From an optimization exercise on the open Yosys and OpenROAD flow, aimed at small area, a short achievable clock period and few clock cycles; shortcuts taken in it are not production practice.
At most, simulation tests tie the RTL to the original design; equivalence was not proved.
No functional check of the RTL was part of runs 6 and 7.
No activity file was given, so power comes from the tool's default toggle rates.

$ cat flow/config.mk
export PLATFORM = sky130hd
export DESIGN_NAME = busDatapath
export DESIGN_NICKNAME = busDatapath
export VERILOG_FILES = /design/flow/design.v
export SDC_FILE = /design/flow/constraint.sdc
export NUM_CORES = 4
export LEC_CHECK = 0
export CAP_MARGIN = 20
export CORE_MARGIN = 2
export CORE_UTILIZATION = 40
export SLEW_MARGIN = 20
$ cat flow/constraint.sdc
create_clock -name core_clock -period 13.0 [get_ports {Clock}]
set_input_delay 2.6000 -clock core_clock [delete_from_list [all_inputs] [get_ports {Clock}]]
set_output_delay 2.6000 -clock core_clock [all_outputs]
set_load 0.01 [all_outputs]
$ cat flow/design.v
package datapathPkg;
    localparam int dataWidth   = 32;
    localparam int regCount    = 16;
    localparam int regIdxWidth = 4;
    localparam int opWidth     = 5;
    localparam int constWidth  = dataWidth - opWidth - 2 * regIdxWidth;   
    localparam int shiftWidth  = $clog2(dataWidth);                       
    localparam int mulSteps    = dataWidth / 2;
    localparam int mulCntWidth = $clog2(mulSteps);
    typedef struct packed {
        logic useA;        
        logic invB;        
        logic carryIn;     
        logic selSum;      
        logic selAnd;      
        logic selOr;       
        logic selNot;      
        logic selShift;    
        logic rotLeft;     
        logic maskRight;   
        logic maskLeft;    
        logic fillSign;    
        logic noShift;     
        logic mul;         
        logic mulSwap;     
    } aluCtrl;
    typedef struct packed {
        logic one;         
        logic two;         
        logic neg;         
    } boothDigit;
    localparam logic [opWidth-1:0] opAdd  = 5'b00010;
    localparam logic [opWidth-1:0] opSub  = 5'b00011;
    localparam logic [opWidth-1:0] opAnd  = 5'b00100;
    localparam logic [opWidth-1:0] opOr   = 5'b00101;
    localparam logic [opWidth-1:0] opShr  = 5'b00110;
    localparam logic [opWidth-1:0] opShra = 5'b00111;
    localparam logic [opWidth-1:0] opShl  = 5'b01000;
    localparam logic [opWidth-1:0] opRor  = 5'b01001;
    localparam logic [opWidth-1:0] opRol  = 5'b01010;
    localparam logic [opWidth-1:0] opMul  = 5'b01011;
    localparam logic [opWidth-1:0] opNeg  = 5'b01100;
    localparam logic [opWidth-1:0] opNot  = 5'b01101;
    typedef struct packed {
        logic [opWidth-1:0]                        opcode;
        logic [regIdxWidth-1:0]                    ra;
        logic [regIdxWidth-1:0]                    rb;
        logic [regIdxWidth-1:0]                    rc;
        logic [dataWidth-opWidth-3*regIdxWidth-1:0] unused;   
    } irRFormat;
    typedef struct packed {
        logic [opWidth-1:0]     opcode;
        logic [regIdxWidth-1:0] ra;
        logic [regIdxWidth-1:0] rb;
        logic [constWidth-1:0]  constant;    
    } irIFormat;
    typedef union packed {
        irRFormat rFormat;
        irIFormat iFormat;
    } irWord;
endpackage
`timescale 1ns/1ps
import datapathPkg::*;
module selectEncode (
    input  datapathPkg::irWord                    ir,
    input  logic                                  Gra,
    input  logic                                  Grb,
    input  logic                                  Grc,
    input  logic                                  readEn,
    input  logic                                  BAout,
    output logic [datapathPkg::regCount-1:0]      readHot,
    output logic [datapathPkg::regIdxWidth-1:0]   selIdx,
    output logic [datapathPkg::dataWidth-1:0]     constExt
);
    logic [regCount-1:0] raHot, rbHot, rcHot;
    logic                noGroup;
    logic                constSign;
    always_comb begin
        selIdx = '0;
        if (Gra) selIdx = selIdx | ir.rFormat.ra;
        if (Grb) selIdx = selIdx | ir.rFormat.rb;
        if (Grc) selIdx = selIdx | ir.rFormat.rc;
    end
    assign noGroup = !Gra && !Grb && !Grc;
    for (genvar i = 0; i < regCount; i++) begin : gHot
        assign raHot[i] = (ir.rFormat.ra == i);
        assign rbHot[i] = (ir.rFormat.rb == i);
        assign rcHot[i] = (ir.rFormat.rc == i);
        if (i == 0) begin : gZero
            assign readHot[i] = readEn && !BAout &&
                                ((Gra && raHot[i]) || (Grb && rbHot[i]) ||
                                 (Grc && rcHot[i]) || noGroup);
        end else begin : gOther
            assign readHot[i] = readEn &&
                                ((Gra && raHot[i]) || (Grb && rbHot[i]) ||
                                 (Grc && rcHot[i]));
        end
    end
    assign constSign = ir.iFormat.constant[constWidth-1];
    assign constExt  = {{(dataWidth - constWidth){constSign}}, ir.iFormat.constant};
endmodule
`timescale 1ns/1ps
import datapathPkg::*;
module registerFile (
    input  logic                                  Clock,
    input  logic                                  rstN,
    input  logic                                  writeEn,
    input  logic [datapathPkg::regIdxWidth-1:0]   writeIdx,
    input  logic [datapathPkg::dataWidth-1:0]     writeData,    
    input  logic [datapathPkg::regCount-1:0]      readHot,
    output logic [datapathPkg::dataWidth-1:0]     readData
);
    logic [dataWidth-1:0] regs [regCount];
    for (genvar i = 0; i < regCount; i++) begin : gReg
        always_ff @(posedge Clock) begin
            if (!rstN || (writeEn && writeIdx == i)) begin
                regs[i] <= writeData;
            end
        end
    end
    always_comb begin
        readData = '0;
        for (int i = 0; i < regCount; i++) begin
            readData = readData | (regs[i] & {dataWidth{readHot[i]}});
        end
    end
endmodule
`timescale 1ns/1ps
import datapathPkg::*;
module aluDecode (
    input  logic [datapathPkg::opWidth-1:0]       aluOp,
    input  logic                                  incB,
    input  logic                                  loadA,    
    output datapathPkg::aluCtrl                   ctrl
);
    always_comb begin
        ctrl = '0;
        if (incB) begin
            ctrl.selSum  = 1'b1;    
            ctrl.carryIn = 1'b1;
        end else begin
            case (aluOp)
                opAdd:  begin ctrl.selSum = 1'b1; ctrl.useA = 1'b1; end
                opSub:  begin ctrl.selSum = 1'b1; ctrl.useA = 1'b1; ctrl.invB = 1'b1; ctrl.carryIn = 1'b1; end
                opNeg:  begin ctrl.selSum = 1'b1; ctrl.invB = 1'b1; ctrl.carryIn = 1'b1; end
                opAnd:  ctrl.selAnd = 1'b1;
                opOr:   ctrl.selOr  = 1'b1;
                opNot:  ctrl.selNot = 1'b1;
                opShr:  begin ctrl.selShift = 1'b1; ctrl.maskRight = 1'b1; end
                opShra: begin ctrl.selShift = 1'b1; ctrl.maskRight = 1'b1; ctrl.fillSign = 1'b1; end
                opShl:  begin ctrl.selShift = 1'b1; ctrl.rotLeft = 1'b1; ctrl.maskLeft = 1'b1; end
                opRor:  ctrl.selShift = 1'b1;
                opRol:  begin ctrl.selShift = 1'b1; ctrl.rotLeft = 1'b1; end
                opMul:  begin
                    ctrl.mul = 1'b1;
                    if (loadA) begin
                        ctrl.selShift = 1'b1; ctrl.noShift = 1'b1; ctrl.mulSwap = 1'b1;
                    end else begin
                        ctrl.selSum = 1'b1;    
                    end
                end
                default: ;
            endcase
        end
    end
endmodule
module boothEncode (
    input  logic                                  b1,
    input  logic                                  b0,
    input  logic                                  bm,
    output datapathPkg::boothDigit                digit
);
    assign digit.one = b0 ^ bm;
    assign digit.two = (b1 && !b0 && !bm) || (!b1 && b0 && bm);
    assign digit.neg = b1 && !(b0 && bm);
endmodule
module aluUnit (
    input  logic [datapathPkg::dataWidth-1:0]     opA,
    input  logic [datapathPkg::dataWidth-1:0]     opB,
    input  datapathPkg::aluCtrl                   ctrl,
    output logic [datapathPkg::dataWidth-1:0]     lowWord,
    input  logic                                  mulOn,
    input  datapathPkg::boothDigit                digit,
    input  logic [datapathPkg::dataWidth-1:0]     hiIn,
    input  logic [datapathPkg::dataWidth-1:0]     loIn,
    output logic [datapathPkg::dataWidth-1:0]     hiOut,
    output logic [datapathPkg::dataWidth-1:0]     loOut
);
    localparam int sumWidth = dataWidth + 2;
    logic [shiftWidth-1:0] shAmt;
    logic [sumWidth-1:0]   mcand, row, addX, addW, sumWide;
    logic                  carry;
    logic [shiftWidth-1:0] rotAmt;
    logic [dataWidth-1:0]  rot [shiftWidth+1];
    logic [dataWidth-1:0]  maskR, maskL, keep, shiftRes;
    assign shAmt = opB[shiftWidth-1:0];    
    assign mcand = {{2{opA[dataWidth-1]}}, opA};
    assign row   = (({sumWidth{digit.one}} & mcand) | ({sumWidth{digit.two}} & (mcand << 1)))
                 ^ {sumWidth{digit.neg}};
    always_comb begin
        if (mulOn) begin
            addX  = {{2{hiIn[dataWidth-1]}}, hiIn};
            addW  = row;
            carry = digit.neg;
        end else begin
            addX  = ctrl.useA ? {2'b0, opA} : '0;
            addW  = {2'b0, ctrl.invB ? ~opB : opB};
            carry = ctrl.carryIn;
        end
    end
    assign sumWide = addX + addW + {{(sumWidth-1){1'b0}}, carry};
    assign hiOut   = sumWide[dataWidth+1:2];
    assign loOut   = {sumWide[1:0], loIn[dataWidth-1:2]};
    assign rotAmt = ctrl.noShift ? '0 : ctrl.rotLeft ? (~shAmt + 1'b1) : shAmt;
    assign rot[0] = opA;
    for (genvar k = 0; k < shiftWidth; k++) begin : gRot
        assign rot[k+1] = rotAmt[k] ? {rot[k][(1<<k)-1:0], rot[k][dataWidth-1:(1<<k)]} : rot[k];
    end
    assign maskR    = {dataWidth{1'b1}} >> shAmt;
    assign maskL    = {dataWidth{1'b1}} << shAmt;
    assign keep     = ctrl.maskRight ? maskR : ctrl.maskLeft ? maskL : {dataWidth{1'b1}};
    assign shiftRes = (rot[shiftWidth] & keep) | (~keep & {dataWidth{ctrl.fillSign && opA[dataWidth-1]}});
    assign lowWord = ({dataWidth{ctrl.selSum}}   & sumWide[dataWidth-1:0])
                   | ({dataWidth{ctrl.selAnd}}   & (opA & opB))
                   | ({dataWidth{ctrl.selOr}}    & (opA | opB))
                   | ({dataWidth{ctrl.selNot}}   & ~opB)
                   | ({dataWidth{ctrl.selShift}} & shiftRes);
endmodule
`timescale 1ns/1ps
import datapathPkg::*;
module busDatapath (
    input  logic                                  Clock,
    input  logic                                  rstN,
    input  logic                                  stepReq,
    output logic                                  stepAck,
    input  logic                                  PCout,
    input  logic                                  PCin,
    input  logic                                  IncPC,
    input  logic                                  MARin,
    input  logic                                  MDRin,
    input  logic                                  MDRout,
    input  logic                                  Read,
    input  logic                                  IRin,
    input  logic                                  Yin,
    input  logic                                  Zin,
    input  logic                                  Zhighout,
    input  logic                                  Zlowout,
    input  logic                                  HIin,
    input  logic                                  HIout,
    input  logic                                  LOin,
    input  logic                                  LOout,
    input  logic                                  Gra,
    input  logic                                  Grb,
    input  logic                                  Grc,
    input  logic                                  Rin,
    input  logic                                  Rout,
    input  logic                                  BAout,
    input  logic                                  Cout,
    input  logic [datapathPkg::opWidth-1:0]       aluOp,
    input  logic [datapathPkg::dataWidth-1:0]     memDataIn,
    output logic [datapathPkg::dataWidth-1:0]     memDataOut,
    output logic [datapathPkg::dataWidth-1:0]     memAddr
);
    logic                   stepEn;
    logic [dataWidth-1:0]   busData;
    logic [dataWidth-1:0]   pcReg;
    datapathPkg::irWord     irReg;
    logic [dataWidth-1:0]   marReg;
    logic [dataWidth-1:0]   mdrReg;
    logic [dataWidth-1:0]   yReg;
    logic [2*dataWidth-1:0] zReg;
    logic [dataWidth-1:0]   hiReg;
    logic [dataWidth-1:0]   loReg;
    logic [dataWidth-1:0]   busReg;
    logic                   pendPC, pendIR, pendY, pendZ, pendHI, pendLO, pendR;
    logic [regIdxWidth-1:0] pendIdx;
    datapathPkg::aluCtrl    stepCtrl;
    datapathPkg::aluCtrl    pendCtrl;
    logic                   mulStart;
    logic                   mulBusy;
    logic                   mulLast;
    logic [mulCntWidth-1:0] mulCnt;
    datapathPkg::boothDigit mulDigit;
    datapathPkg::boothDigit firstDigit;
    datapathPkg::boothDigit nextDigit;
    logic ePC, eMDR, eZH, eZL, eHI, eLO, eR, eC;
    logic [regCount-1:0]    readHot;
    logic [regIdxWidth-1:0] selIdx;
    logic [dataWidth-1:0]   constExt;
    logic [dataWidth-1:0]   regData;
    logic [dataWidth-1:0]   writeData;
    logic [dataWidth-1:0]   aluLow;
    logic [dataWidth-1:0]   mulHi, mulLo;
    assign stepEn = stepReq && !stepAck && !mulBusy;
    always_ff @(posedge Clock) begin
        if (!rstN) begin
            stepAck <= 1'b0;
        end else if (stepEn) begin
            stepAck <= 1'b1;
        end else if (!stepReq) begin
            stepAck <= 1'b0;    
        end
    end
    assign ePC  = rstN && PCout;
    assign eMDR = rstN && MDRout;
    assign eZH  = rstN && Zhighout;
    assign eZL  = rstN && Zlowout;
    assign eHI  = rstN && HIout;
    assign eLO  = rstN && LOout;
    assign eR   = rstN && (Rout || BAout);
    assign eC   = rstN && Cout;
    selectEncode uSelect (
        .ir       (irReg),
        .Gra      (Gra),
        .Grb      (Grb),
        .Grc      (Grc),
        .readEn   (eR),
        .BAout    (BAout),
        .readHot  (readHot),
        .selIdx   (selIdx),
        .constExt (constExt)
    );
    assign writeData = busReg & {dataWidth{rstN}};
    registerFile uRegs (
        .Clock     (Clock),
        .rstN      (rstN),
        .writeEn   (pendR),
        .writeIdx  (pendIdx),
        .writeData (writeData),
        .readHot   (readHot),
        .readData  (regData)
    );
    assign busData = ({dataWidth{ePC}}  & pcReg)
                   | ({dataWidth{eMDR}} & mdrReg)
                   | ({dataWidth{eZH}}  & zReg[2*dataWidth-1:dataWidth])
                   | ({dataWidth{eZL}}  & zReg[dataWidth-1:0])
                   | ({dataWidth{eHI}}  & hiReg)
                   | ({dataWidth{eLO}}  & loReg)
                   | regData
                   | ({dataWidth{eC}}   & constExt);
    logic marLoad, mdrBus, mdrMem, mdrHold;
    assign marLoad = !rstN || (stepEn && MARin);
    assign mdrBus  = !rstN || (stepEn && MDRin && !Read);
    assign mdrMem  = rstN && stepEn && MDRin && Read;
    assign mdrHold = rstN && !(stepEn && MDRin);
    always_ff @(posedge Clock) begin
        marReg <= ({dataWidth{marLoad}} & busData) | ({dataWidth{!marLoad}} & marReg);
        mdrReg <= ({dataWidth{mdrBus}} & busData) | ({dataWidth{mdrMem}} & memDataIn)
                | ({dataWidth{mdrHold}} & mdrReg);
    end
    aluDecode uDecode (
        .aluOp (aluOp),
        .incB  (IncPC),
        .loadA (Yin),
        .ctrl  (stepCtrl)
    );
    always_ff @(posedge Clock) begin
        busReg   <= busData;
        pendPC   <= rstN && stepEn && PCin;
        pendIR   <= rstN && stepEn && IRin;
        pendY    <= rstN && stepEn && Yin;
        pendZ    <= rstN && stepEn && Zin;
        pendHI   <= rstN && stepEn && HIin;
        pendLO   <= rstN && stepEn && LOin;
        pendR    <= rstN && stepEn && Rin;
        pendIdx  <= selIdx;
        pendCtrl <= stepCtrl;
    end
    aluUnit uAlu (
        .opA     (yReg),
        .opB     (busReg),
        .ctrl    (pendCtrl),
        .lowWord (aluLow),
        .mulOn   (mulBusy),
        .digit   (mulDigit),
        .hiIn    (zReg[2*dataWidth-1:dataWidth]),
        .loIn    (zReg[dataWidth-1:0]),
        .hiOut   (mulHi),
        .loOut   (mulLo)
    );
    boothEncode uFirst (
        .b1    (pendCtrl.mulSwap ? yReg[1] : busReg[1]),
        .b0    (pendCtrl.mulSwap ? yReg[0] : busReg[0]),
        .bm    (1'b0),
        .digit (firstDigit)
    );
    boothEncode uNext (
        .b1    (zReg[3]),
        .b0    (zReg[2]),
        .bm    (zReg[1]),
        .digit (nextDigit)
    );
    assign mulStart = pendZ && pendCtrl.mul;
    assign mulLast  = mulBusy && mulCnt == '0;
    always_ff @(posedge Clock) begin
        if (!rstN) begin
            mulBusy <= 1'b0;
        end else if (mulStart) begin
            mulBusy <= 1'b1;
        end else if (mulLast) begin
            mulBusy <= 1'b0;
        end
    end
    always_ff @(posedge Clock) begin
        if (mulStart) begin
            mulCnt   <= mulCntWidth'(mulSteps - 1);
            mulDigit <= firstDigit;
        end else begin
            mulCnt   <= mulCnt - 1'b1;
            mulDigit <= nextDigit;
        end
    end
    always_ff @(posedge Clock) begin
        if (!rstN || pendPC) pcReg <= writeData;
        if (!rstN || pendIR) irReg <= writeData;
        if (!rstN || pendHI) hiReg <= writeData;
        if (!rstN || pendLO) loReg <= writeData;
        if (!rstN || pendY) yReg <= writeData;
        if (!rstN || pendZ || mulBusy) begin
            if (mulBusy) begin
                zReg <= {mulHi, mulLo} & {2*dataWidth{rstN}};
            end else begin
                zReg <= {{dataWidth{1'b0}}, aluLow & {dataWidth{rstN}}};
            end
        end
    end
    assign memDataOut = mdrReg;
    assign memAddr    = marReg;
endmodule
$ cat flow/flow/run.sh
#!/bin/bash
# The standard layout (standard.sh), with the extra make settings listed in
# flow/knobs.txt: the timing repair aims for extra setup slack, so that the
# tools keep shortening paths below the required period.
set -euo pipefail
cd "$(dirname "$0")/.."
args=()
while IFS= read -r line; do
    [[ -n "$line" && "$line" != \#* ]] && args+=("$line")
done < flow/knobs.txt
bash standard.sh "${args[@]}" finish > flow_make.log 2>&1
$ cat flow/flow/knobs.txt
SETUP_SLACK_MARGIN=9.0
CTS_ARGS=-sink_clustering_enable -repair_clock_nets -dont_use_dummy_load -sink_clustering_size 24 -sink_clustering_max_diameter 120
$ cat flow/standard.sh
#!/bin/bash
# synth_recipe.tcl (not shown) runs the flow's synth.tcl, then flattens the netlist and writes it again
# the make line also repeats each setting of config.mk as NAME=value (left out here)
make -C /OpenROAD-flow-scripts/flow DESIGN_CONFIG=/design/flow/config.mk WORK_HOME=/design/flow/orfs CLKGATE_MAP_FILE= SYNTH_SCRIPT=/design/flow/synth_recipe.tcl "${@:-finish}"
==> reports/results.txt, run 1 <==
first-pass GRT wire length -> 204 mm
critical path startpoint category -> input port
post-synthesis mux area share -> 4.70%
Reg power frac -> 53.4%
Vias -> 28800
internal cell power -> 4.88 mW
initial antenna violation count -> 2
number of max-cap violations -> 0
die height -> 315 um
GRT Util Overall -> 28.6%
Async SR Flop Fraction -> 0%
clk buf depth -> 3
Port Buffers -> 127
Worst slew margin -> 28.3%
Initial Util -> 40.5%
M2 GR Usage -> 45.6%
Ys Warns -> 7
CTS sink count -> 861
P_sw -> 2.38 mW
register area -> 25000 um2
Yosys reg bits -> 861
vias per cell -> 6.63
leakage power -> 16.9 nW
vias in the first global route -> 27300
Arrival @ worst endpoint -> 4.84 ns
Fin Setup TNS -> 0 ns
Area Growth Syn to Fin -> 19.7%
crit end category -> register
wire length per cell -> 33.5 um
global route overflow -> 0
Setup WS pre-CTS -> 6.96 ns
share of layout cells above drive strength 1 -> 18.7%
TritonCTS clock tree -> done
worst-path fanout max -> 6
register area share after synthesis -> 64.5%
DRC errors left -> 0
CTS clock-pin slew for the worst setup and hold paths -> 0.10 ns
Unique masters post-synth -> 73
post-synthesis share of cell area spent on xor and xnor gates -> 2.04%
Layout Nets -> 3178
largest family of logic cells by synthesized area -> compound AO/OA/AOI/OAI gates
max-slew violations -> 0
Placed Cells -> 4140
Die ar. -> 98900 um2
CORE AREA -> 95300 um2
Clock Tree Root -> clkbuf_16
die width -> 315 um
htree depth -> 2
Comb pwr share -> 27.0%
Power, Total -> 7.26 mW
post-synth design cell area -> 38600 um2
final setup margin -> 8.65 ns
clock power share -> 19.6%
# IOs -> 128
Pre-antenna DRT Iters -> 7
post-layout min period -> 4.35 ns
layer with the highest usage -> met2
grt met1 use -> 39.2%
fillers -> 8222
RSZ-0062 raised after global routing -> yes
Iter 0 DRT Violations -> 4706
GPL Wtd Cong -> 0.962
Avg Synthesized Cell Area -> 13.3 um2
Tcrit/Tclk final -> 33.5%
largest net degree at the start of global routing -> 88
status -> no timing/DRC/antenna violations
VDD IR max -> 95.1 uV
Post-synth EDFFs -> 763
crit path kind -> input port to register
Synth Instances -> 2894
Rows -> 113
Final HPWL DP -> 84.0 mm
Syn Nets -> 2998
simple-gate area share of the yosys netlist -> 7.20%
detailed-route wire length -> 145 mm
Compound-Gate Fraction of Synth Area -> 17.6%
Fin. Hold Viols -> 0
adder-cell share of the synthesized area -> 1.37%
Main synth FF type -> edfxtp_1
transition time of the tightest slew-check pin -> 1.08 ns
area of the multi-input gates -> 14100 um2
sw frac -> 32.8%
cell area power density -> 157 nW/um2
M3 GR Usage -> 5.24%
clock skew -> 0.0727 ns
clock latency on the worst-skew pair -> 0.64 ns
CP required -> 13.49 ns
worst hold path type -> register to register
CTS buffer count -> 42
Finish-stage setup viols -> 0
fin cells -> 4338
Max Clock Freq -> 230 MHz
antenna-violating nets left -> 0
## layout by cell type (no fill, tap or decap), types with 18 or more instances in the layout
master             n
edfxtp_1         763
nand2_1          153
a21oi_1          141
a22oi_1          131
a22o_1           126
nor2_1           114
buf_4            112
mux2i_1          104
o21ai_0           93
xor2_1            72
dfxtp_1           66
a222oi_1          60
a21o_1            58
dlygate4sd2_1     58
clkdlybuf4s50_1   49
nand3_1           48
a221oi_1          46
clkbuf_16         43
buf_12            43
and3_1            41
and2_1            40
a221oi_2          39
ha_1              39
buf_6             38
nand4_1           37
a22oi_2           37
inv_1             34
mux4_2            25
o211ai_1          25
buf_16            21
a31oi_1           20
xnor2_1           18
## state kept, by name (all words and copies together) (netlist names), 3 cells and up, named ones only
signal	cells
mulDigit	3
pcReg	32
irReg	27
busReg	32
pendIdx	4
pendCtrl	14
yReg	32
mdrReg	32
loReg	32
uRegs.regs	512
zReg	64
hiReg	32
mulCnt	4
## cell usage after synthesis, types with 37 or more instances
master | number | area [um2]
ha_1 | 39 | 488
and3_1 | 44 | 275
and2_1 | 41 | 257
a22oi_1 | 168 | 1260
mux2i_1 | 106 | 1060
a21oi_1 | 167 | 836
a221oi_1 | 93 | 815
o21ai_0 | 115 | 576
a22o_1 | 126 | 1100
xor2_1 | 72 | 631
nand4_1 | 37 | 231
clkbuf_1 | 177 | 664
nand3_1 | 53 | 265
edfxtp_1 | 763 | 22900
nor2_1 | 123 | 462
a222oi_1 | 60 | 601
a21o_1 | 58 | 435
dfxtp_1 | 98 | 1960
nand2_1 | 163 | 612
## power by group through the flow
stage               clock [mW]  combinational [mW]  sequential [mW]
floorplan                    0                1.12             3.75
global placement             0                1.73             3.88
detailed placement           0                1.75             3.90
CTS                       1.43                1.88             3.86
global route              1.52                2.07             3.90
finish                    1.42                1.96             3.87
## cells by family (layout without fill, tap and decap cells)
kind of cell               after synthesis  after routing
and+or+nand+nor                        565            566
xor gates and xnor gates                90             90
adders and majority gates               41             41
muxes                                  146            146
buffers and inverters                  253            430
other                                    0              1
AOI/OAI and AO/OA                      938            938
DFF                                    861            861
## cell type report
cell class / instances / area share, %
Clock buffer: 42 / 2.28
Timing Repair Buffer: 352 / 9.28
Tap cell: 1265 / 3.43
Multi-Input combinational cell: 1781 / 30.6
Inverter: 36 / 0.306
Antenna cell: 1 / 0.00542
Sequential cell: 861 / 54.1
## final timing paths
check        startpoint          to  slack [ns]  depth (start not counted)
max                 Grc  mdrReg[20]        8.65                         11
max reg2reg   busReg[1]    zReg[25]        9.11                         13
min reg2reg   mulCnt[0]   mulCnt[0]        0.41                          1
min           mulCnt[0]   mulCnt[0]        0.41                          1
## metrics by stage
stage               hold slack, ns  util, %  cell area [um2]
floorplan                    0.371        -            39100
global route                 0.418     48.4            46100
global placement             0.377     43.7            41700
finish                       0.410     48.4            46100
detailed placement           0.388     43.7            41700
CTS                          0.411     47.9            45600
## per-layer routing
layer	routed length, um	part of all wire (%)
met3	16600	11
met4	6150	4.2
met1	55200	38
met5	13	0.0090
met2	67200	46
## worst max-delay path, stage by stage
cell	delay (ns)
buf_8	0.10
and3b_2	0.26
buf_6	0.14
a22oi_2	0.20
a21oi_4	0.13
buf_12	0.18
a22o_1	0.22
a221oi_2	0.18
nand4_1	0.24
a211o_1	0.39
a21o_1	0.19
## timing repair
item | in CTS | in global routing
pin swaps | 134 | 65
cloned | 29 | 1
endpoints found under the setup margin | 1122 | 249
gates resized for setup | 422 | 68
setup buffers | 97 | 28
hold buffers | 0 | 0
Testbench counts, summed over its fixed seeds: cycles 251,526.
==> run 2: changes to the inputs <==
==> flow/flow/knobs.txt (replaced) <==
SETUP_SLACK_MARGIN=8.8
CTS_ARGS=-sink_clustering_enable -repair_clock_nets -dont_use_dummy_load -sink_clustering_size 24 -sink_clustering_max_diameter 120
--- a/flow/config.mk
+++ b/flow/config.mk
@@ -10,2 +10,3 @@
 export CORE_UTILIZATION = 40
+export PLACE_DENSITY = 0.7
 export SLEW_MARGIN = 20
==> run 2 against run 1 <==
Effect of this change: synthesized cell count stayed put; sequential power hardly changed; cell count is 1.0% lower; clock power hardly changed; critical endpoint is now mdrReg[10].
==> reports/results.txt, run 2 <==
hold_buf cts -> 0
Finish-stage setup viols -> 0
Vias -> 28300
number of max-cap violations -> 0
Fin. Hold Viols -> 0
Port Buffers -> 127
detailed-route wire length -> 136 mm
CTS clock-pin slew for the worst setup and hold paths -> 0.10 ns
CORE AREA -> 95300 um2
cell taking the most area after synthesis -> edfxtp_1
DRC errors left -> 0
RSZ-0062 raised after global routing -> yes
GRT Util Overall -> 26.5%
critical path startpoint category -> input port
Iter 0 DRT Violations -> 4893
most common cell after layout, fill and taps aside -> edfxtp_1
Initial Util -> 40.5%
CTS buffer count -> 42
Worst slew margin -> 26.8%
clk buf depth -> 3
post-synth design cell area -> 38600 um2
Pre-antenna DRT Iters -> 7
initial antenna violation count -> 4
clock skew -> 0.0428 ns
status -> no timing/DRC/antenna violations
critical-path cell list -> buf_8 > and3b_2 > buf_6 > buf_6 > nand3_4 > a31oi_4 > buf_12 > buf_12 > a22o_1 > a221oi_2 > nand4_1 > a211o_1 > a21o_1
share of layout cells above drive strength 1 -> 16.4%
TritonCTS clock tree -> done
Max stage delay on crit path -> 0.40 ns
CTS sink count -> 861
Fin Setup TNS -> 0 ns
die height -> 315 um
Clock Tree Root -> clkbuf_16
Synth Instances -> 2894
sw frac -> 32.4%
Comb pwr share -> 26.4%
vias per cell -> 6.59
WP buf/inv -> 5
fin cells -> 4294
top cell type's share of synthesized area -> 59.4%
transition time of the tightest slew-check pin -> 1.10 ns
GPL Wtd Cong -> 0.986
Critical-path top delay cell -> a211o_1
Worst path top cell family by delay -> compound AO/OA/AOI/OAI gates
leakage power -> 16.6 nW
antenna-violating nets left -> 0
Top Registers -> uRegs.regs (512), zReg (64)
worst hold path type -> register to register
largest net degree at the start of global routing -> 65
Yosys reg bits -> 861
Post-synth EDFFs -> 763
post-layout min period -> 4.42 ns
vias in the first global route -> 26500
cell area power density -> 159 nW/um2
Layout Nets -> 3133
P_sw -> 2.33 mW
Avg Synthesized Cell Area -> 13.3 um2
crit end category -> register
Unique masters post-synth -> 73
Die ar. -> 98900 um2
Async SR Flop Fraction -> 0%
largest reg by FF count -> uRegs.regs
# IOs -> 128
Area Growth Syn to Fin -> 17.7%
htree depth -> 2
most frequent cells in the layout -> 763 x edfxtp_1, 156 x nand2_1, 145 x a21oi_1, 130 x a22oi_1, 126 x a22o_1
max-slew violations -> 0
cell with the most instances after synthesis -> edfxtp_1
Syn Nets -> 2998
Main synth FF type -> edfxtp_1
final hold slack -> 0.414 ns
Rows -> 113
Final HPWL DP -> 79.9 mm
Arrival @ worst endpoint -> 4.93 ns
Placed Cells -> 4141
first-pass GRT wire length -> 191 mm
clock latency on the worst-skew pair -> 0.61 ns
Ys Warns -> 7
synth top area cells -> edfxtp_1 59%, dfxtp_1 5.1%, a22oi_1 3.3%
CP required -> 13.51 ns
Max Clock Freq -> 226 MHz
final core occ -> 47.6%
VDD IR max -> 95.0 uV
internal cell power -> 4.86 mW
die width -> 315 um
number of flip-flops in the largest register -> 512
synth cell count leaders -> 763 x edfxtp_1, 177 x clkbuf_1, 168 x a22oi_1, 167 x a21oi_1, 163 x nand2_1
register area share after synthesis -> 64.5%
global route overflow -> 0
wire length per cell -> 31.6 um
crit path kind -> input port to register
Tcrit/Tclk final -> 34.0%
worst-path fanout max -> 5
clock power share -> 19.6%
Reg power frac -> 54.0%
## run 2: changes by cell type in the layout (fill, tap and decap cells not counted), moves of 7 or more
cell,previous run,this run
a221oi_2,39,47
nor2_2,8,1
clkdlybuf4s50_1,49,96
buf_6,38,22
buf_4,112,97
nor2_1,114,121
dlygate4sd2_1,58,15
buf_12,43,29
## run 2: final timing paths
path              cells past startpoint  slack [ns]         end       from
hold reg to reg                       1        0.41   mulCnt[0]  mulCnt[0]
setup / recovery                     13        8.58  mdrReg[10]        Grc
setup reg to reg                     13        8.94     zReg[9]  busReg[1]
hold / removal                        1        0.41   mulCnt[0]  mulCnt[0]
## run 2: area by class of cell
class	instances	area [um2]
antenna	2	5.00
clock buffer	42	1050
fill	8169	49900
inverter	36	138
multi-input combinational	1781	14000
sequential	861	24900
tap	1265	1580
timing repair buffer	307	3690
## run 2: kinds of logic (layout without fill, tap and decap cells)
| group | after synthesis | after routing | share of synthesized area, % |
|---|---|---|---|
| AO/OA/AOI/OAI | 938 | 938 | 17.6 |
| AND/OR/NAND/NOR | 565 | 566 | 7.20 |
| other | 0 | 2 | 0 |
| buffers and inverters | 253 | 385 | 2.56 |
| XOR/XNOR | 90 | 90 | 2.04 |
| multiplexers | 146 | 146 | 4.70 |
| adder cells (fa/ha/maj) | 41 | 41 | 1.37 |
| flip-flops | 861 | 861 | 64.5 |
## run 2: worst register-to-register path, stage by stage, from the launching register on
cell and delay [ns]:
dfxtp_2 0.56, inv_1 0.15, ha_1 0.31, mux2i_2 0.14, buf_4 0.28, or2_1 0.17, buf_6 0.28, mux2_2 0.40
a21oi_2 0.31, nor3_1 0.08, nor3_1 0.31, mux2i_1 0.25, a21oi_1 0.42, a21oi_1 0.14
## run 2: power groups by stage
stage	registers [mW]	logic (mW)	clock network, mW
2_1_floorplan	3.76	1.13	0
3_3_place_gp	3.91	1.68	0
3_5_place_dp	3.92	1.70	0
4_1_cts	3.86	1.80	1.41
5_1_grt	3.91	2.01	1.50
6_report	3.88	1.90	1.41
## run 2: timing repair
| action | CTS | global route |
|---|---|---|
| buffers inserted | 43 | 43 |
| pin swaps | 64 | 68 |
| setup endpoints to repair | 470 | 179 |
| cloned | 19 | 4 |
| endpoints found under the hold margin | 0 | 0 |
| gates resized for setup | 218 | 87 |
## run 2: metal layers
layer | up-vias | share of wire [%] | global-route usage, %
li1 | 11800 | - | -
met3 | 343 | 13 | 6.67
met2 | 2162 | 45 | 41.5
met4 | 4 | 4.5 | 9.46
met1 | 14000 | 37 | 35.8
met5 | - | 0.020 | 0
## run 2: per-stage QoR
step	instance area, um2	setup slack (ns)	power, mW
floorplan	39400	8.39	4.88
global placement	41900	7.37	5.59
detailed placement	41900	7.35	5.62
CTS	44500	8.72	7.07
global route	45400	8.58	7.42
finish	45400	8.58	7.20
==> run 3: changes to the inputs <==
==> flow/flow/knobs.txt (replaced) <==
SETUP_SLACK_MARGIN=8.8
CTS_ARGS=-sink_clustering_enable -repair_clock_nets -dont_use_dummy_load -sink_clustering_size 24 -sink_clustering_max_diameter 120
TNS_END_PERCENT=30
--- a/flow/config.mk
+++ b/flow/config.mk
@@ -10,3 +10,2 @@
 export CORE_UTILIZATION = 40
-export PLACE_DENSITY = 0.7
 export SLEW_MARGIN = 20
==> run 3 against run 2 <==
Effect of this change: core utilization increased by 0.071 points; synthesized cell count unchanged; register-to-register slack got worse by 0.04 ns; largest cell class unchanged; sequential power is essentially flat; via count grew 0.11%; area after synthesis is the same; clock skew rose by 0.031 ns; cell count grew 0.49%; clock-buffer cell count unchanged; highest routed layer unchanged; hold slack got worse by 0.0028 ns; setup slack improved by 0.084 ns; sequential share of layout area down 0.16 points.
==> reports/results.txt, run 3 <==
status -> no timing/DRC/antenna violations
largest reg by FF count -> uRegs.regs
cell area power density -> 159 nW/um2
Synth Instances -> 2894
crit path kind -> register to output pin
# IOs -> 128
cell taking the most area after synthesis -> edfxtp_1
global route overflow -> 0
Fin Setup TNS -> 0 ns
synth cell count leaders -> 763 x edfxtp_1, 177 x clkbuf_1, 168 x a22oi_1, 167 x a21oi_1, 163 x nand2_1
top cell type's share of synthesized area -> 59.4%
critical path startpoint category -> register
fillers -> 8262
die width -> 315 um
largest net degree at the start of global routing -> 76
Tcrit/Tclk final -> 33.4%
initial antenna violation count -> 3
leakage power -> 16.6 nW
VDD IR max -> 102 uV
vias per cell -> 6.56
vias in the first global route -> 27200
cell with the most instances after synthesis -> edfxtp_1
die height -> 315 um
most frequent cells in the layout -> 763 x edfxtp_1, 156 x a22oi_1, 156 x nand2_1, 148 x a21oi_1, 126 x a22o_1
crit end category -> output pin
detailed-route wire length -> 145 mm
Hold Crit Start -> mulCnt[0]
TritonCTS clock tree -> done
Post-synth EDFFs -> 763
CP startpoint -> mdrReg[6]
clk buf depth -> 3
Initial Util -> 40.5%
area of the multi-input gates -> 13800 um2
share of layout cells above drive strength 1 -> 15.6%
number of max-cap violations -> 0
htree depth -> 2
antenna-violating nets left -> 0
Die ar. -> 98900 um2
Unique masters post-synth -> 73
Port Buffers -> 127
Avg Synthesized Cell Area -> 13.3 um2
WP buf/inv -> 1
worst r2r src -> mulDigit[0]
CTS clock-pin slew for the worst setup and hold paths -> 0.10 ns
transition time of the tightest slew-check pin -> 1.08 ns
worst-path fanout max -> 3
hold_buf cts -> 0
worst hold path type -> register to register
number of flip-flops in the largest register -> 512
Iter 0 DRT Violations -> 4426
Vias -> 28300
clock latency on the worst-skew pair -> 0.63 ns
register area share after synthesis -> 64.5%
first-pass GRT wire length -> 202 mm
CTS sink count -> 861
RSZ-0062 raised after global routing -> yes
post-layout min period -> 4.34 ns
Pre-antenna DRT Iters -> 8
GRT Util Overall -> 28.3%
Max Clock Freq -> 231 MHz
Main synth FF type -> edfxtp_1
final core occ -> 47.7%
Critical-path top delay cell -> clkdlybuf4s50_1
Async SR Flop Fraction -> 0%
CORE AREA -> 95300 um2
post-synth design cell area -> 38600 um2
Max stage delay on crit path -> 0.62 ns
Layout Nets -> 3154
register area -> 24900 um2
most common cell after layout, fill and taps aside -> edfxtp_1
DRC errors left -> 0
Yosys reg bits -> 861
Fin. Hold Viols -> 0
CP required -> 10.40 ns
Worst path top cell family by delay -> buffers and inverters
Area Growth Syn to Fin -> 17.8%
Top Registers -> uRegs.regs (512), zReg (64)
clock skew -> 0.0737 ns
Finish-stage setup viols -> 0
synth top area cells -> edfxtp_1 59%, dfxtp_1 5.1%, a22oi_1 3.3%
critical-path cell list -> clkdlybuf4s50_1
GPL Wtd Cong -> 0.945
wire length per cell -> 33.5 um
Ys Warns -> 7
CTS buffer count -> 42
Arrival @ worst endpoint -> 1.74 ns
Rows -> 113
Syn Nets -> 2998
Clock Tree Root -> clkbuf_16
Final HPWL DP -> 84.0 mm
max-slew violations -> 0
Worst slew margin -> 27.7%
==> run 3: logic make-up (layout without fill, tap and decap cells) <==
logic type / count (synthesis) / after routing / synth area share (%)
xor gates and xnor gates: 90 / 90 / 2.04
DFF: 861 / 861 / 64.5
buffers and inverters: 253 / 405 / 2.56
and+or+nand+nor: 565 / 565 / 7.20
muxes: 146 / 146 / 4.70
other: 0 / 2 / 0
AOI/OAI and AO/OA: 938 / 940 / 17.6
adders and majority gates: 41 / 41 / 1.37
==> run 3: area by class of cell <==
type	instances	area share (%)
Sequential cell	861	54.8
Multi-Input combinational cell	1782	30.4
Timing Repair Buffer	327	8.72
Tap cell	1265	3.48
Clock buffer	42	2.31
Inverter	36	0.297
Antenna cell	2	0.0110
==> run 3: per-layer routing <==
layer	vias to the layer above	wire length, um	track usage, %
li1	11800	-	-
met1	14400	54400	38.0
met2	1841	67900	45.6
met3	235	17200	6.30
met4	2	5180	9.17
met5	-	12	0
==> run 3: where the power goes <==
group	total [mW]	internal [mW]	switching, mW
sequential	3.86	3.54	0.320
combinational	1.95	0.750	1.20
clock	1.41	0.580	0.835
==> run 3: worst paths after layout <==
check | end | slack [ns] | depth (start not counted)
worst min-delay path | mulCnt[0] | 0.41 | 1
worst min register to register | mulCnt[0] | 0.41 | 1
worst max register to register | zReg[20] | 8.90 | 15
worst max-delay path | memDataOut[6] | 8.66 | 1
==> run 3: what timing repair did <==
| action | 4_1_cts | 5_1_grt |
|---|---|---|
| gates cloned | 25 | 5 |
| resized for setup | 227 | 89 |
| endpoints found under the setup margin | 225 | 137 |
| setup buffers | 83 | 21 |
| pin swaps | 87 | 48 |
==> run 3: through the flow <==
stage               cells  setup slack [ns]  area, um2  power (mW)  hold slack (ns)
floorplan            2894              8.39      38600        4.85            0.371
global placement     4136              7.04      41500        5.60            0.378
detailed placement   4136              7.35      41500        5.63            0.389
CTS                  4286              8.42      44900        7.13            0.412
global route         4313              8.64      45400        7.45            0.439
finish               4315              8.66      45400        7.22            0.411
==> run 4: changes to the inputs <==
==> flow/flow/knobs.txt (replaced) <==
SETUP_SLACK_MARGIN=8.8
CTS_ARGS=-sink_clustering_enable -repair_clock_nets -dont_use_dummy_load -sink_clustering_size 24 -sink_clustering_max_diameter 120
==> run 4 against run 3 <==
Effect of this change: core utilization shrank 0.50 points; critical endpoint is now mdrReg[15]; maximum frequency grew 0.76%; global-route usage fell by 0.055 points; critical path depth rose by 10; synthesized cell count unchanged; total power hardly changed; register-to-register slack improved by 0.03 ns; setup slack improved by 0.033 ns; sequential share of layout area grew 0.65 points; clock-buffer cell count did not move; still clean; sequential power hardly changed; final area is 1.0% lower.
==> reports/results.txt, run 4 <==
status -> no timing/DRC/antenna violations
Layout Nets -> 3120
detailed-route wire length -> 145 mm
Vias -> 28300
Iter 0 DRT Violations -> 4095
Avg Synthesized Cell Area -> 13.3 um2
Worst slew margin -> 20.7%
Main synth FF type -> edfxtp_1
CTS sink count -> 861
Port Buffers -> 127
GRT Util Overall -> 28.2%
htree depth -> 2
fin cells -> 4281
Post-synth EDFFs -> 763
clk buf depth -> 3
Pre-antenna DRT Iters -> 10
# IOs -> 128
Setup WS pre-CTS -> 7.01 ns
antenna-violating nets left -> 0
global route overflow -> 0
crit path kind -> input port to register
vias per cell -> 6.60
largest reg by FF count -> uRegs.regs
synth cell count leaders -> 763 x edfxtp_1, 177 x clkbuf_1, 168 x a22oi_1, 167 x a21oi_1, 163 x nand2_1
Synth Instances -> 2894
initial antenna violation count -> 4
number of max-cap violations -> 0
Initial Util -> 40.5%
P_sw -> 2.38 mW
clock power share -> 19.6%
Unique masters post-synth -> 73
Yosys reg bits -> 861
Area Growth Syn to Fin -> 16.6%
most common cell after layout, fill and taps aside -> edfxtp_1
Critical-path top delay cell -> a221oi_4
RSZ-0062 raised after global routing -> yes
wire length per cell -> 33.9 um
most frequent cells in the layout -> 763 x edfxtp_1, 157 x nand2_1, 147 x a21oi_1, 141 x a22oi_1, 126 x a22o_1
Reg power frac -> 53.6%
share of layout cells above drive strength 1 -> 15.5%
sw frac -> 32.9%
CORE AREA -> 95300 um2
worst hold path type -> register to register
Top Registers -> uRegs.regs (512), zReg (64)
final setup margin -> 8.69 ns
cell area power density -> 161 nW/um2
Max stage delay on crit path -> 0.34 ns
cell taking the most area after synthesis -> edfxtp_1
register area share after synthesis -> 64.5%
VDD IR max -> 84.8 uV
Ys Warns -> 7
top cell type's share of synthesized area -> 59.4%
Async SR Flop Fraction -> 0%
CP required -> 13.49 ns
first-pass GRT wire length -> 201 mm
internal cell power -> 4.85 mW
die width -> 315 um
Clock Tree Root -> clkbuf_16
Syn Nets -> 2998
Arrival @ worst endpoint -> 4.80 ns
critical path startpoint category -> input port
Max Clock Freq -> 232 MHz
Rows -> 113
vias in the first global route -> 26700
Fin Setup TNS -> 0 ns
Power, Total -> 7.22 mW
clock skew -> 0.0627 ns
GPL Wtd Cong -> 0.942
Placed Cells -> 4145
synth top area cells -> edfxtp_1 59%, dfxtp_1 5.1%, a22oi_1 3.3%
post-synth design cell area -> 38600 um2
worst-path fanout max -> 8
cell with the most instances after synthesis -> edfxtp_1
critical-path cell list -> buf_8 > and3b_2 > a221oi_4 > nor2_4 > buf_12 > buf_6 > a22o_1 > a221oi_2 > nand4_1 > a211o_1 > a21o_1
post-layout min period -> 4.31 ns
transition time of the tightest slew-check pin -> 1.19 ns
crit end category -> register
Finish-stage setup viols -> 0
largest net degree at the start of global routing -> 72
clock latency on the worst-skew pair -> 0.62 ns
Fin. Hold Viols -> 0
die height -> 315 um
Die ar. -> 98900 um2
DRC errors left -> 0
number of flip-flops in the largest register -> 512
TritonCTS clock tree -> done
CTS buffer count -> 42
Tcrit/Tclk final -> 33.1%
CTS clock-pin slew for the worst setup and hold paths -> 0.10 ns
Final HPWL DP -> 88.6 mm
Comb pwr share -> 26.8%
max-slew violations -> 0
leakage power -> 16.4 nW
hold_buf cts -> 0
-- run 4: cell counts after synthesis --
No cell type changed its count.
-- run 4: worst paths after layout --
kind	startpoint	endpoint	slack, ns	depth (start not counted)
max	Grc	mdrReg[15]	8.69	11
min	mulCnt[0]	mulCnt[0]	0.41	1
min reg2reg	mulCnt[0]	mulCnt[0]	0.41	1
max reg2reg	pendCtrl[2]	zReg[8]	8.93	8
-- run 4: layout make-up --
class,count,area [um2]
Antenna cell,2,5.00
Clock buffer,42,1050
Fill cell,8320,50300
Inverter,36,135
Multi-Input combinational cell,1781,13900
Sequential cell,861,24900
Tap cell,1265,1580
Timing Repair Buffer,294,3400
-- run 4: metrics by stage --
| stage | utilization, % | hold slack (ns) | area (um2) |
|---|---|---|---|
| floorplan | - | 0.371 | 39400 |
| global placement | 44.0 | 0.377 | 41900 |
| detailed placement | 44.0 | 0.396 | 41900 |
| CTS | 46.7 | 0.418 | 44500 |
| global route | 47.2 | 0.427 | 45000 |
| finish | 47.2 | 0.414 | 45000 |
-- run 4: what timing repair did --
action                                  CTS  global route
gates cloned                             15             4
pin swaps                                55            56
setup buffers                            58            15
endpoints found under the setup margin  829           125
hold endpoints to repair                  0             0
gates resized for setup                 213            81
-- run 4: routing by layer --
metal  GRT usage, %  part of all wire, %
met5              0                0.032
met2           45.4                   47
met3           5.78                   11
met1           38.9                   39
met4           7.73                  3.1
-- run 4: kinds of logic (layout without fill, tap and decap cells) --
family | Yosys count | after routing | share of synthesized area (%)
buffers and inverters | 253 | 372 | 2.56
other | 0 | 2 | 0
adder cells (fa/ha/maj) | 41 | 41 | 1.37
AND/OR/NAND/NOR | 565 | 566 | 7.20
multiplexers | 146 | 146 | 4.70
AO/OA/AOI/OAI | 938 | 938 | 17.6
flip-flops | 861 | 861 | 64.5
XOR/XNOR | 90 | 90 | 2.04
-- run 4: power by group through the flow --
| stage | registers, mW | logic (mW) | clock network, mW |
|---|---|---|---|
| 2_1_floorplan | 3.76 | 1.13 | 0 |
| 3_3_place_gp | 3.90 | 1.77 | 0 |
| 3_5_place_dp | 3.91 | 1.79 | 0 |
| 4_1_cts | 3.85 | 1.86 | 1.42 |
| 5_1_grt | 3.90 | 2.04 | 1.51 |
| 6_report | 3.87 | 1.93 | 1.42 |
-- run 4: critical path, delay by kind of cell --
kind	cells	cell delay, ns
AO/OA/AOI/OAI	5	1.22
AND/OR/NAND/NOR	3	0.55
buffers and inverters	3	0.41
==> run 5: changes to the inputs <==
==> flow/flow/knobs.txt (replaced) <==
SETUP_SLACK_MARGIN=8.7
CTS_ARGS=-sink_clustering_enable -repair_clock_nets -dont_use_dummy_load -sink_clustering_size 24 -sink_clustering_max_diameter 120
==> run 5 against run 4 <==
Effect of this change: largest cell class unchanged; critical path type unchanged; critical endpoint is now mdrReg[18]; sequential power barely moved; still clean; flip-flop and latch count did not move; register-to-register slack got worse by 0.12 ns; routed wire length fell by 1.9%; cell count fell by 0.30%.
==> reports/results.txt, run 5 <==
status -> no timing/DRC/antenna violations
Finish-stage setup viols -> 0
worst hold path type -> register to register
Pre-antenna DRT Iters -> 6
global route overflow -> 0
Arrival @ worst endpoint -> 4.84 ns
CTS buffer count -> 42
crit end category -> register
Rows -> 113
Layout Nets -> 3108
Worst path top cell family by delay -> compound AO/OA/AOI/OAI gates
transition time of the tightest slew-check pin -> 1.05 ns
htree depth -> 2
VDD IR max -> 97.4 uV
crit path kind -> input port to register
CTS sink count -> 861
initial antenna violation count -> 4
antenna-violating nets left -> 0
fillers -> 8303
synth top area cells -> edfxtp_1 59%, dfxtp_1 5.1%, a22oi_1 3.3%
TritonCTS clock tree -> done
Post-synth EDFFs -> 763
leakage power -> 16.3 nW
clk buf depth -> 3
number of max-cap violations -> 0
Fin. Hold Viols -> 0
Max stage delay on crit path -> 0.40 ns
first-pass GRT wire length -> 198 mm
largest reg by FF count -> uRegs.regs
Power, Total -> 7.16 mW
post-layout min period -> 4.36 ns
Critical-path top delay cell -> a2111oi_4
clock skew -> 0.0821 ns
Area Growth Syn to Fin -> 16.0%
Fin Setup TNS -> 0 ns
share of layout cells above drive strength 1 -> 13.7%
RSZ-0062 raised after global routing -> yes
critical path startpoint category -> input port
clock latency on the worst-skew pair -> 0.61 ns
cell area power density -> 160 nW/um2
vias in the first global route -> 26800
Worst slew margin -> 29.7%
most frequent cells in the layout -> 763 x edfxtp_1, 159 x nand2_1, 154 x a22oi_1, 150 x a21oi_1, 126 x a22o_1
CP required -> 13.48 ns
register area share after synthesis -> 64.5%
Top Registers -> uRegs.regs (512), zReg (64)
Ys Warns -> 7
detailed-route wire length -> 142 mm
WP buf/inv -> 4
Final HPWL DP -> 84.5 mm
Clock Tree Root -> clkbuf_16
largest net degree at the start of global routing -> 96
Synth Instances -> 2894
cell taking the most area after synthesis -> edfxtp_1
Iter 0 DRT Violations -> 4352
GRT Util Overall -> 27.8%
Tcrit/Tclk final -> 33.5%
Die ar. -> 98900 um2
Unique masters post-synth -> 73
Yosys reg bits -> 861
Initial Util -> 40.5%
most common cell after layout, fill and taps aside -> edfxtp_1
CTS clock-pin slew for the worst setup and hold paths -> 0.10 ns
area of the multi-input gates -> 13700 um2
critical-path cell list -> buf_8 > and3b_2 > buf_6 > a22oi_2 > a21oi_4 > buf_12 > buf_12 > a22oi_2 > nand4_1 > a2111oi_4 > nand2_2 > a21o_1
Max Clock Freq -> 229 MHz
Port Buffers -> 127
worst-path fanout max -> 7
DRC errors left -> 0
max-slew violations -> 0
top cell type's share of synthesized area -> 59.4%
Avg Synthesized Cell Area -> 13.3 um2
Syn Nets -> 2998
post-synth design cell area -> 38600 um2
synth cell count leaders -> 763 x edfxtp_1, 177 x clkbuf_1, 168 x a22oi_1, 167 x a21oi_1, 163 x nand2_1
cell with the most instances after synthesis -> edfxtp_1
register area -> 24900 um2
Main synth FF type -> edfxtp_1
GPL Wtd Cong -> 0.965
Vias -> 28100
CORE AREA -> 95300 um2
Async SR Flop Fraction -> 0%
number of flip-flops in the largest register -> 512
# IOs -> 128
vias per cell -> 6.57
die width -> 315 um
wire length per cell -> 33.3 um
die height -> 315 um
[run 5: cell type report]
cell class                 count  share of cell area [%]
sequential                   861                    55.7
multi-input combinational   1781                    30.5
timing repair buffer         282                    7.58
tap                         1265                    3.54
clock buffer                  42                    2.35
inverter                      36                   0.302
antenna                        1                 0.00559
[run 5: kinds of logic after synthesis]
group | after synthesis | share of synthesized area, %
mux | 146 | 4.70
buf+inv | 253 | 2.56
simple gates | 565 | 7.20
fa+ha+maj | 41 | 1.37
compound gates | 938 | 17.6
xor+xnor | 90 | 2.04
flops | 861 | 64.5
[run 5: worst paths after layout]
kind	startpoint	end	slack, ns	cells past startpoint
hold reg to reg	mulCnt[0]	mulCnt[0]	0.42	1
hold / removal	mulCnt[0]	mulCnt[0]	0.42	1
setup / recovery	Grc	mdrReg[18]	8.64	12
setup reg to reg	pendCtrl[2]	zReg[8]	8.81	8
[run 5: metal layers]
metal / up-vias / track usage (%) / routed length (um)
li1: 11700 / - / -
met1: 14300 / 38.2 / 55400
met2: 1796 / 44.9 / 66800
met3: 205 / 5.10 / 15600
met4: 0 / 8.29 / 4450
met5: - / 0 / 0
[run 5: repair_timing]
item,CTS,global route
setup endpoints to repair,247,126
hold buffers,0,0
pin swaps,46,46
setup buffers,45,19
cloned,15,5
gates resized for setup,145,72
hold endpoints to repair,0,0
[run 5: power by group]
part           switching (mW)  total (mW)  leakage (nW)  internal (mW)
clock                   0.835        1.41         0.518          0.580
combinational            1.17        1.89          7.21          0.721
sequential              0.319        3.86          8.57           3.54
total                    2.32        7.16          16.3           4.84
[run 5: stage by stage]
stage | hold WS, ns | utilization (%) | setup WS, ns | instance area (um2) | cells
CTS | 0.420 | 46.4 | 8.70 | 44200 | 4243
finish | 0.418 | 46.9 | 8.64 | 44700 | 4268
detailed placement | 0.396 | 43.8 | 7.16 | 41700 | 4141
floorplan | 0.371 | - | 8.39 | 38900 | 2894
global route | 0.434 | 46.9 | 8.60 | 44700 | 4267
global placement | 0.376 | 43.8 | 7.03 | 41700 | 4140
[run 5: worst reg2reg max path: stages, from the launching register on]
cell	delay, ns
dfxtp_1	0.80
nand2b_2	0.27
buf_4	0.48
mux4_2	0.69
mux2i_1	0.28
mux2i_1	0.14
mux2_2	0.33
o311ai_0	0.76
a21oi_1	0.16
==> run 6: changes to the inputs <==
--- a/flow/design.v
+++ b/flow/design.v
@@ -16,3 +16,2 @@
         logic selOr;       
-        logic selNot;      
         logic selShift;    
@@ -147,3 +146,3 @@
                 opOr:   ctrl.selOr  = 1'b1;
-                opNot:  ctrl.selNot = 1'b1;
+                opNot:  begin ctrl.selSum = 1'b1; ctrl.invB = 1'b1; end    
                 opShr:  begin ctrl.selShift = 1'b1; ctrl.maskRight = 1'b1; end
@@ -225,3 +224,2 @@
                    | ({dataWidth{ctrl.selOr}}    & (opA | opB))
-                   | ({dataWidth{ctrl.selNot}}   & ~opB)
                    | ({dataWidth{ctrl.selShift}} & shiftRes);
==> flow/flow/knobs.txt (replaced) <==
SETUP_SLACK_MARGIN=8.8
CTS_ARGS=-sink_clustering_enable -repair_clock_nets -dont_use_dummy_load -sink_clustering_size 24 -sink_clustering_max_diameter 120
==> run 6 against run 5 <==
Effect of this change: final area is 0.23% higher; critical path depth is 2 lower; via count is 0.85% higher; non-clock buffer count is 30 higher; clock skew is 0.014 ns higher; hold slack better by 0.016 ns; synthesized cell count is 1.1% lower; clock power is 4% higher.
==> reports/results.txt, run 6 <==
status -> no timing/DRC/antenna violations
share of layout cells above drive strength 1 -> 15.2%
largest reg by FF count -> uRegs.regs
synth cell count leaders -> 763 x edfxtp_1, 160 x clkbuf_1, 160 x nand2_1, 156 x a22oi_1, 154 x a21oi_1
CP required -> 13.28 ns
final setup margin -> 8.39 ns
crit end category -> register
register area share after synthesis -> 65.2%
Yosys reg bits -> 860
most common cell after layout, fill and taps aside -> edfxtp_1
Area Growth Syn to Fin -> 17.7%
synth top area cells -> edfxtp_1 60%, dfxtp_1 5.1%, mux2i_1 3.5%
clk buf depth -> 3
Fin Setup TNS -> 0 ns
htree depth -> 2
Clock Tree Root -> clkbuf_16
# IOs -> 128
Fin. Hold Viols -> 0
detailed-route wire length -> 148 mm
die width -> 313 um
CORE AREA -> 94700 um2
Iter 0 DRT Violations -> 4453
Worst slew margin -> 17.6%
CTS sink count -> 860
reg2reg end -> zReg[22]
leakage power -> 16.2 nW
CTS clock-pin slew for the worst setup and hold paths -> 0.08 ns
first-pass GRT wire length -> 205 mm
vias in the first global route -> 26500
clock skew -> 0.0963 ns
Initial Util -> 40.2%
Setup WS pre-CTS -> 6.81 ns
Rows -> 113
DRC errors left -> 0
Vias -> 28300
largest net degree at the start of global routing -> 99
GRT Util Overall -> 29.2%
r2r setup slk -> 8.91 ns
number of max-cap violations -> 0
post-synthesis mux area share -> 4.28%
simple-gate area share of the yosys netlist -> 7.81%
transition time of the tightest slew-check pin -> 1.23 ns
max-slew violations -> 0
Arrival @ worst endpoint -> 4.89 ns
cell taking the most area after synthesis -> edfxtp_1
Unique masters post-synth -> 71
post-layout min period -> 4.61 ns
Post-synth EDFFs -> 763
post-synth design cell area -> 38100 um2
VDD IR max -> 99.1 uV
CP startpoint -> Grc
Finish-stage setup viols -> 0
cell area power density -> 159 nW/um2
clock latency on the worst-skew pair -> 0.66 ns
worst hold path type -> register to register
GPL Wtd Cong -> 0.960
Max Clock Freq -> 217 MHz
Final HPWL DP -> 89.4 mm
most frequent cells in the layout -> 763 x edfxtp_1, 154 x nand2_1, 141 x a22oi_1, 140 x a21oi_1, 135 x mux2i_1
adder-cell share of the synthesized area -> 1.39%
antenna-violating nets left -> 0
reg2reg path depth -> 12
initial antenna violation count -> 5
worst-path fanout max -> 9
die height -> 313 um
Top Registers -> uRegs.regs (512), zReg (64)
CTS buffer count -> 44
fin cells -> 4280
hold_buf cts -> 0
Syn Nets -> 2965
crit path kind -> input port to register
Main synth FF type -> edfxtp_1
critical path startpoint category -> input port
Ys Warns -> 7
number of flip-flops in the largest register -> 512
Layout Nets -> 3119
top cell type's share of synthesized area -> 60.1%
TritonCTS clock tree -> done
RSZ-0062 raised after global routing -> yes
Placed Cells -> 4114
Tcrit/Tclk final -> 35.5%
Compound-Gate Fraction of Synth Area -> 16.6%
cell with the most instances after synthesis -> edfxtp_1
Pre-antenna DRT Iters -> 9
Port Buffers -> 127
wire length per cell -> 34.5 um
global route overflow -> 0
vias per cell -> 6.61
Die ar. -> 97700 um2
largest family of logic cells by synthesized area -> compound AO/OA/AOI/OAI gates
Async SR Flop Fraction -> 0%
worst r2r src -> busReg[1]
post-synthesis share of cell area spent on xor and xnor gates -> 2.14%
Avg Synthesized Cell Area -> 13.3 um2
Synth Instances -> 2861
[run 6: final cells by class]
cell class,instances,area [um2]
Antenna cell,2,5.00
Clock buffer,44,1100
Fill cell,8212,49900
Inverter,33,128
Multi-Input combinational cell,1763,13400
Sequential cell,860,24900
Tap cell,1265,1580
Timing Repair Buffer,312,3650
Timing Repair inverter,1,5.00
[run 6: what timing repair did]
action                                  4_1_cts  5_1_grt
pin swaps                                    71       43
gates cloned                                 21        1
resized for setup                           287       46
endpoints found under the setup margin      699      146
buffers inserted                             84       14
[run 6: worst max-delay path, cell delays in order]
cell	delay, ns
buf_8	0.10
and3b_2	0.22
a222oi_1	0.42
nor2_4	0.07
buf_12	0.17
buf_4	0.15
a22o_1	0.20
a221oi_2	0.18
nand4_1	0.32
a211o_1	0.45
[run 6: kinds of logic (layout without fill, tap and decap cells)]
family | after synthesis | after routing
simple gates | 600 | 602
buf+inv | 240 | 390
other cells | 0 | 2
compound gates | 877 | 877
fa+ha+maj | 41 | 41
flops | 860 | 860
xor+xnor | 93 | 93
mux | 150 | 150
[run 6: power by group]
| part | leakage, nW | switching (mW) | internal, mW |
|---|---|---|---|
| Clock | 0.542 | 0.863 | 0.605 |
| Sequential | 8.58 | 0.320 | 3.53 |
| Combinational | 7.10 | 1.17 | 0.660 |
[run 6: per-layer routing]
metal	global-route usage (%)	wire length, um	share of wire (%)	vias up
li1	-	-	-	11700
met1	40.1	56600	38	14300
met2	45.9	67300	46	1961
met3	4.98	16400	11	319
met4	12.7	7490	5.1	0
met5	0	0	0	-
[run 6: stage by stage]
step / area (um2) / utilization [%] / hold slack [ns] / total power, mW
finish: 44800 / 47.3 / 0.434 / 7.15
global route: 44800 / 47.3 / 0.487 / 7.35
CTS: 44500 / 47.0 / 0.434 / 7.06
detailed placement: 41300 / 43.6 / 0.414 / 5.55
global placement: 41300 / 43.6 / 0.378 / 5.52
floorplan: 38700 / - / 0.371 / 4.76
[run 6: worst min path at each step]
stage	to	cells after the start	start	slack, ns
2_1_floorplan	mulCnt[0]	1	mulCnt[0]	0.37
3_3_place_gp	mulCnt[0]	1	mulCnt[0]	0.38
3_5_place_dp	mulCnt[0]	1	mulCnt[0]	0.41
4_1_cts	mulCnt[0]	1	mulCnt[0]	0.43
5_1_grt	mulCnt[0]	1	mulCnt[0]	0.49
6_report	mulCnt[0]	1	mulCnt[0]	0.43
==> run 7: changes to the inputs <==
--- a/flow/design.v
+++ b/flow/design.v
@@ -16,2 +16,3 @@
         logic selOr;       
+        logic selNot;      
         logic selShift;    
@@ -146,3 +147,3 @@
                 opOr:   ctrl.selOr  = 1'b1;
-                opNot:  begin ctrl.selSum = 1'b1; ctrl.invB = 1'b1; end    
+                opNot:  ctrl.selNot = 1'b1;
                 opShr:  begin ctrl.selShift = 1'b1; ctrl.maskRight = 1'b1; end
@@ -175,2 +176,33 @@
 endmodule
+module prefixAdder #(
+    parameter int width = 32
+) (
+    input  logic [width-1:0] a,
+    input  logic [width-1:0] b,
+    input  logic             cin,
+    output logic [width-1:0] sum
+);
+    localparam int levels = $clog2(width);
+    logic [width-1:0] p, g;
+    logic [width-1:0] gl [levels+1];
+    logic [width-1:0] pl [levels+1];
+    assign p = a ^ b;
+    assign g = a & b;
+    always_comb begin
+        gl[0]    = g;
+        pl[0]    = p;
+        gl[0][0] = g[0] | (p[0] & cin);
+        for (int l = 0; l < levels; l++) begin
+            gl[l+1] = gl[l];
+            pl[l+1] = pl[l];
+            for (int i = 0; i < width; i++) begin
+                if (((i >> l) & 1) == 1) begin
+                    gl[l+1][i] = gl[l][i] | (pl[l][i] & gl[l][((i >> l) << l) - 1]);
+                    pl[l+1][i] = pl[l][i] & pl[l][((i >> l) << l) - 1];
+                end
+            end
+        end
+    end
+    assign sum = p ^ {gl[levels][width-2:0], cin};
+endmodule
 module aluUnit (
@@ -209,3 +241,8 @@
     end
-    assign sumWide = addX + addW + {{(sumWidth-1){1'b0}}, carry};
+    prefixAdder #(.width(sumWidth)) uAdd (
+        .a    (addX),
+        .b    (addW),
+        .cin  (carry),
+        .sum  (sumWide)
+    );
     assign hiOut   = sumWide[dataWidth+1:2];
@@ -224,2 +261,3 @@
                    | ({dataWidth{ctrl.selOr}}    & (opA | opB))
+                   | ({dataWidth{ctrl.selNot}}   & ~opB)
                    | ({dataWidth{ctrl.selShift}} & shiftRes);
@@ -276,2 +314,3 @@
     datapathPkg::aluCtrl    pendCtrl;
+    logic                   zValid;      
     logic                   mulStart;
@@ -303,4 +342,4 @@
     assign eMDR = rstN && MDRout;
-    assign eZH  = rstN && Zhighout;
-    assign eZL  = rstN && Zlowout;
+    assign eZH  = rstN && zValid && Zhighout;
+    assign eZL  = rstN && zValid && Zlowout;
     assign eHI  = rstN && HIout;
@@ -394,2 +433,9 @@
         if (!rstN) begin
+            zValid <= 1'b0;
+        end else if (pendZ) begin
+            zValid <= 1'b1;
+        end
+    end
+    always_ff @(posedge Clock) begin
+        if (!rstN) begin
             mulBusy <= 1'b0;
@@ -416,7 +462,7 @@
         if (!rstN || pendY) yReg <= writeData;
-        if (!rstN || pendZ || mulBusy) begin
+        if (pendZ || mulBusy) begin
             if (mulBusy) begin
-                zReg <= {mulHi, mulLo} & {2*dataWidth{rstN}};
+                zReg <= {mulHi, mulLo};
             end else begin
-                zReg <= {{dataWidth{1'b0}}, aluLow & {dataWidth{rstN}}};
+                zReg <= {{dataWidth{1'b0}}, aluLow};
             end
==> flow/flow/knobs.txt (replaced) <==
SETUP_SLACK_MARGIN=9.0
CTS_ARGS=-sink_clustering_enable -repair_clock_nets -dont_use_dummy_load
==> run 7 against run 6 <==
Effect of this change: still clean on timing, DRC and antenna; register-to-register slack better by 0.06 ns; area after synthesis up 0.21%; clock power up 48%; clock-buffer cell count up 46; via count down 1.7%; critical path depth unchanged; flip-flop and latch count up 2; combinational power up 8%; largest cell class unchanged.
==> reports/results.txt, run 7 <==
vias in the first global route -> 26600
post-synth design cell area -> 38200 um2
Layout Nets -> 3134
Post-synth EDFFs -> 763
leakage power -> 17.5 nW
transition time of the tightest slew-check pin -> 1.12 ns
GPL Wtd Cong -> 0.950
Clock Tree Root -> clkbuf_16
DRC errors left -> 0
Unique masters post-synth -> 73
htree depth -> 3
Rows -> 113
synth cell count leaders -> 763 x edfxtp_1, 187 x nand2_1, 160 x mux2i_1, 156 x a22oi_1, 131 x clkbuf_1
final setup margin -> 8.49 ns
Power, Total -> 8.05 mW
Die ar. -> 97900 um2
register area share after synthesis -> 65.2%
Fin Setup TNS -> 0 ns
Iter 0 DRT Violations -> 4224
crit path kind -> input port to register
Syn Nets -> 2897
Final HPWL DP -> 80.8 mm
Area Growth Syn to Fin -> 22.4%
Setup WS pre-CTS -> 6.80 ns
# IOs -> 128
vias per cell -> 6.48
detailed-route wire length -> 143 mm
Fin. Hold Viols -> 0
Ys Warns -> 10
synth top area cells -> edfxtp_1 60%, dfxtp_1 5.2%, mux2i_1 4.2%
status -> no timing/DRC/antenna violations
cell taking the most area after synthesis -> edfxtp_1
worst-path fanout max -> 11
critical path startpoint category -> input port
Synth Instances -> 2789
crit end category -> register
most common cell after layout, fill and taps aside -> edfxtp_1
max-slew violations -> 0
GRT Util Overall -> 28.2%
post-layout min period -> 4.51 ns
RSZ-0062 raised after global routing -> yes
global route overflow -> 0
Arrival @ worst endpoint -> 4.77 ns
antenna-violating nets left -> 0
CTS buffer count -> 90
share of layout cells above drive strength 1 -> 19.1%
CP required -> 13.26 ns
clock latency on the worst-skew pair -> 0.64 ns
first-pass GRT wire length -> 199 mm
Main synth FF type -> edfxtp_1
die height -> 313 um
TritonCTS clock tree -> done
initial antenna violation count -> 6
Async SR Flop Fraction -> 0%
worst hold path type -> register to register
CTS clock-pin slew for the worst setup and hold paths -> 0.05 ns
CORE AREA -> 94700 um2
clock skew -> 0.0454 ns
Finish-stage setup viols -> 0
top cell type's share of synthesized area -> 60.0%
Initial Util -> 40.3%
VDD IR max -> 112 uV
Max Clock Freq -> 222 MHz
Pre-antenna DRT Iters -> 8
Tcrit/Tclk final -> 34.7%
Port Buffers -> 127
Vias -> 27800
number of max-cap violations -> 0
fin cells -> 4290
wire length per cell -> 33.3 um
clk buf depth -> 3
==> run 7: area by class of cell <==
type	instances	area (um2)
Multi-Input combinational cell	1684	13500
Inverter	42	158
Tap cell	1265	1580
Sequential cell	862	25000
Antenna cell	1	2.50
Clock buffer	90	2250
Fill cell	8039	48000
Timing Repair Buffer	346	4290
==> run 7: kinds of logic (layout without fill, tap and decap cells) <==
group	after synthesis	in the layout	share of synthesized area [%]
other cells	0	1	0
buf+inv	244	478	2.81
simple gates	550	551	7.15
compound gates	806	806	15.9
flops	862	862	65.2
mux	195	195	5.35
xor+xnor	87	87	2.00
fa+ha+maj	45	45	1.63
==> run 7: repair_timing <==
item / in CTS / in global routing
buffers inserted: 87 / 37
setup endpoints to repair: 1033 / 123
gates cloned: 27 / 5
hold buffers: 0 / 0
gates resized for setup: 370 / 53
pin swaps: 116 / 47
==> run 7: path summary, 6_finish.rpt <==
| path | start | endpoint | slack (ns) | depth (start not counted) |
|---|---|---|---|---|
| hold reg to reg | mulCnt[0] | mulCnt[0] | 0.40 | 1 |
| hold / removal | mulCnt[0] | mulCnt[0] | 0.40 | 1 |
| setup reg to reg | mulBusy | zReg[62] | 8.97 | 17 |
| setup / recovery | Grc | register | 8.49 | 10 |
==> run 7: power breakdown <==
part	leakage [nW]	total, mW	internal, mW	switching, mW
clock network	1.11	2.18	1.21	0.970
logic	7.79	1.97	0.780	1.19
registers	8.55	3.89	3.58	0.315
total	17.5	8.05	5.57	2.48
==> run 7: routing by layer <==
| metal | track usage, % | wire length (um) |
|---|---|---|
| met3 | 5.55 | 16500 |
| met5 | 0 | 0 |
| met4 | 9.58 | 5550 |
| met1 | 39.2 | 55500 |
| met2 | 44.4 | 65100 |
==> run 7: per-stage QoR <==
step	instance area (um2)	hold WS, ns	util (%)
final	46700	0.404	49.3
after global routing	46700	0.434	49.3
after CTS	46100	0.406	48.6
after detailed placement	41200	0.394	43.5
after global placement	41200	0.377	43.5
after floorplan	38600	0.371	-
==> run 7: critical path, stage by stage <==
cell,delay (ns)
buf_8,0.10
and3b_2,0.21
buf_4,0.14
a222oi_1,0.50
nor2_4,0.11
buf_12,0.18
a22o_1,0.24
a221oi_2,0.20
and3_1,0.22
nand4_1,0.27

Re-timed with assumed drivers on the ports (clkbuf_16 on the clock, buf_2 on other inputs), run 7 has 8.514 ns of setup slack against 8.488 ns with ideal ports, and 7.831 ns once port delays also move by the mid clock arrival of 0.683 ns.
